Context: an optimization exercise on an open-source flow, tuned for small area. The choices shown serve that exercise and are no tape-out recipe.
The RTL was checked by simulation tests, not by an equivalence proof against the original design.
Power is estimated from default activity; no workload was simulated.

## avmm_fir_coef_bank
module avmm_fir_coef_bank #(
  parameter int N_TAPS    = 16,
  parameter int COEF_W    = 16,
  parameter int DATA_W    = 32,
  parameter int ADDR_W    = 10,
  parameter int BURST_W   = 4,
  parameter int MAX_BURST = 8,
  parameter int N_PIO     = 8
) (
  input  logic                     clk_clk,
  input  logic                     reset_reset,
  input  logic [ADDR_W-1:0]        s0_address,
  input  logic                     s0_read,
  input  logic                     s0_write,
  input  logic [DATA_W-1:0]        s0_writedata,
  input  logic [DATA_W/8-1:0]      s0_byteenable,
  input  logic [BURST_W-1:0]       s0_burstcount,
  output logic [DATA_W-1:0]        s0_readdata,
  output logic                     s0_readdatavalid,
  output logic                     s0_waitrequest,
  output logic [N_PIO-1:0]         pio_export,
  output logic [N_TAPS*COEF_W-1:0] coef_active,
  output logic                     coef_busy,
  output logic                     coef_update
);
  logic [15:0] shadow_q [16];
  logic [15:0] active_q [16];
  logic [7:0]  pio_q;
  logic        burst_err_q, commit_pend_q;
  logic [4:0]  st_q;
  logic        busy_q;
  logic [2:0]  rem_q;
  logic [10:0] addr_q;
  logic        rd1_valid_q;
  logic [15:0] readdata_q;
  logic        readdatavalid_q;
  logic        rem_nz, rd_busy, wr_open, waitreq, rd_acc, wr_first, wr_beat, we;
  logic        bc_bad, wr_open_nxt, commit_hit, status_clr, start_copy;
  logic [2:0]  bc_rem;
  logic [10:0] addr_inc, waddr;
  logic        w_sh, w_ctrl, w_status, w_pio, w_set, w_clr;
  logic [15:0] rd_data;
  logic        sh_we;
  logic [15:0] sh_wd;
  always_comb begin
    busy_q   = st_q[4];
    rem_nz   = (rem_q != 3'd0);
    rd_busy  = rem_nz & rd1_valid_q;
    wr_open  = rem_nz & !rd1_valid_q;
    waitreq  = busy_q | rd_busy | (wr_open & s0_read & !s0_write);
    rd_acc   = s0_read & !s0_write & !busy_q & !rem_nz;
    wr_first = s0_write & !busy_q & !rem_nz;
    wr_beat  = s0_write & wr_open;
    we       = s0_write & !busy_q & !rd_busy;
    bc_bad   = (s0_burstcount == 4'd0) || (s0_burstcount > 4'd8);
  ...
clock: 10.0 ns
lec_check: 0
abc_area: 1
cap_margin: 20
core_margin: 2
core_utilization: 55
slew_margin: 20
standard.sh (not shown) runs the stock make flow with config.mk's settings and CLKGATE_MAP_FILE= SYNTH_SCRIPT=/design/flow/synth_recipe.tcl, a recipe that flattens the netlist after the stock synthesis.
==> flow/flow/run.sh <==
#!/bin/bash
# Layout flow: the standard flow (standard.sh) with these changes to how
# the layout is built:
#  1. after the standard synthesis, its combinational logic is mapped again
#     for area by Yosys/ABC (flow/remap.ys); every flip-flop is kept as the
#     standard synthesis made it (same instances, names and cell types);
#  2. ports are buffered with buf_1 instead of clkdlybuf4s50_1;
#  3. CTS uses clkbuf_8 clusters of at most 15 sinks and no dummy loads.
# Each tool writes its full output to its own log file in this folder
# (ORFS's steps also keep their logs under orfs/logs/).
set -euo pipefail
ARGS=(
  "BUFFER_PORTS_ARGS=-buffer_cell sky130_fd_sc_hd__buf_1"
  "CTS_ARGS=-sink_clustering_enable -repair_clock_nets -dont_use_dummy_load -buf_list sky130_fd_sc_hd__clkbuf_8 -sink_clustering_size 15 -sink_clustering_max_diameter 50"
)
RES=orfs/results/$FLOW_PLATFORM/avmm_fir_coef_bank/base
LIB=$FLOW_HOME/platforms/$FLOW_PLATFORM/lib/sky130_fd_sc_hd__tt_025C_1v80.lib

# 1. standard synthesis
bash standard.sh "${ARGS[@]}" synth > flow_synth.log 2>&1

# 2. re-map its combinational logic
cp "$RES/1_2_yosys.v" std_netlist.v
cp "$LIB" lib.lib
yosys -q -p "read_liberty -ignore_miss_func lib.lib; write_verilog -noattr models.v" > yosys_models.log 2>&1
python3 flow/comb_models.py models.v comb.v
DONTUSE=$(grep -o 'cell *( *"\?sky130_fd_sc_hd__[a-z0-9_]*' lib.lib | sed 's/.*(\s*"\?//' \
  | grep -E 'lpflow|probe' | sed 's/^/-dont_use /' | tr '\n' ' ')
sed "s/@DONTUSE@/$DONTUSE/" flow/remap.ys > remap_run.ys
yosys -s remap_run.ys > yosys_remap.log 2>&1
cp remapped.v "$RES/1_2_yosys.v"
rm -f "$RES/1_synth.odb" "$RES/1_synth.sdc"

# 3. the rest of the standard flow on the re-mapped netlist
bash standard.sh "${ARGS[@]}" finish > flow_standard.log 2>&1
==> flow/flow/remap.ys <==
# Re-map the combinational logic of the standard synthesis netlist for area.
# Every flip-flop stays as the standard synthesis made it (same instance,
# same name, same cell type): they are read as black boxes.
read_liberty -lib lib.lib
read_verilog std_netlist.v
hierarchy -top avmm_fir_coef_bank
techmap -map comb.v
simplemap
opt -purge
abc -liberty lib.lib -script flow/remap.abc @DONTUSE@
setundef -zero
splitnets
opt_clean -purge
hilomap -singleton -hicell sky130_fd_sc_hd__conb_1 HI -locell sky130_fd_sc_hd__conb_1 LO
insbuf -buf sky130_fd_sc_hd__buf_4 A X
check -assert -mapped
tee -o remap_stat.txt stat -liberty lib.lib
write_verilog -noattr -nohex -nodec remapped.v
Other scripts of this flow, unchanged in this note and not shown: flow/flow/comb_models.py, flow/flow/remap.abc
The first run produced a clean layout.
==> next run, changes <==
--- a/flow/flow/run.sh
+++ b/flow/flow/run.sh
@@ -6,5 +6,5 @@
 #     standard synthesis made it (same instances, names and cell types);
 #  2. ports are buffered with buf_1 instead of clkdlybuf4s50_1;
-#  3. CTS uses clkbuf_8 clusters of at most 15 sinks and no dummy loads.
+#  3. CTS uses clkbuf_4 clusters of at most 8 sinks and no dummy loads.
 # Each tool writes its full output to its own log file in this folder
 # (ORFS's steps also keep their logs under orfs/logs/).
@@ -12,5 +12,5 @@
 ARGS=(
   "BUFFER_PORTS_ARGS=-buffer_cell sky130_fd_sc_hd__buf_1"
-  "CTS_ARGS=-sink_clustering_enable -repair_clock_nets -dont_use_dummy_load -buf_list sky130_fd_sc_hd__clkbuf_8 -sink_clustering_size 15 -sink_clustering_max_diameter 50"
+  "CTS_ARGS=-sink_clustering_enable -repair_clock_nets -dont_use_dummy_load -buf_list sky130_fd_sc_hd__clkbuf_4 -sink_clustering_size 8 -sink_clustering_max_diameter 80"
 )
 RES=orfs/results/$FLOW_PLATFORM/avmm_fir_coef_bank/base
@@ -27,5 +27,5 @@
 DONTUSE=$(grep -o 'cell *( *"\?sky130_fd_sc_hd__[a-z0-9_]*' lib.lib | sed 's/.*(\s*"\?//' \
   | grep -E 'lpflow|probe' | sed 's/^/-dont_use /' | tr '\n' ' ')
-sed "s/@DONTUSE@/$DONTUSE/" flow/remap.ys > remap_run.ys
+sed "s/@DONTUSE@/$DONTUSE/; s#@ABCSCRIPT@#$PWD/flow/remap.abc#" flow/remap.ys > remap_run.ys
 yosys -s remap_run.ys > yosys_remap.log 2>&1
 cp remapped.v "$RES/1_2_yosys.v"
--- a/flow/flow/remap.ys
+++ b/flow/flow/remap.ys
@@ -8,5 +8,5 @@
 simplemap
 opt -purge
-abc -liberty lib.lib -script flow/remap.abc @DONTUSE@
+abc -liberty lib.lib -script @ABCSCRIPT@ @DONTUSE@
 setundef -zero
 splitnets
--- a/flow/config.mk
+++ b/flow/config.mk
@@ -9,4 +9,4 @@
 export CAP_MARGIN = 20
 export CORE_MARGIN = 2
-export CORE_UTILIZATION = 55
+export CORE_UTILIZATION = 70
 export SLEW_MARGIN = 20
The new run produced a clean layout.
Wire length decreases by 6.1%.
Global-route usage rose by 8.2 points.
First-iteration DRC count rose by 38%.
Power fell by about 1.7%.
Cell area drops by 1.2%.
Critical path depth is unchanged.

-- afterwards: timing with drivers on the ports --
In the flow no input, the clock included, has a driving cell. The finished layouts below were timed again as built, in two steps.
Step 1 assumes that a clkbuf_16 drives the clock port and a buf_2 every other input.
Step 2 adds t to the input delays and takes it off the output delays; t is the mean of the earliest and latest rising clock arrival at the registers after step 1. Input paths then give back, and output paths get back, about the clock's delay inside the block.
Three values: ideal ports, drivers, drivers and shift; two values: the first two.
run	t, ns	slack for setup (ns)	latest minus earliest clock arrival (ns)	slew at the worst register clock pin (ns)	worst data-port slew with drivers (ns)
the first run	0.726	3.849 / 3.849 / 3.849	0.066 / 0.066	0.10 / 0.10	0.05
the second run	0.837	3.506 / 3.506 / 3.506	0.066 / 0.067	0.10 / 0.10	0.03
After both steps setup and hold are still met in every run listed.
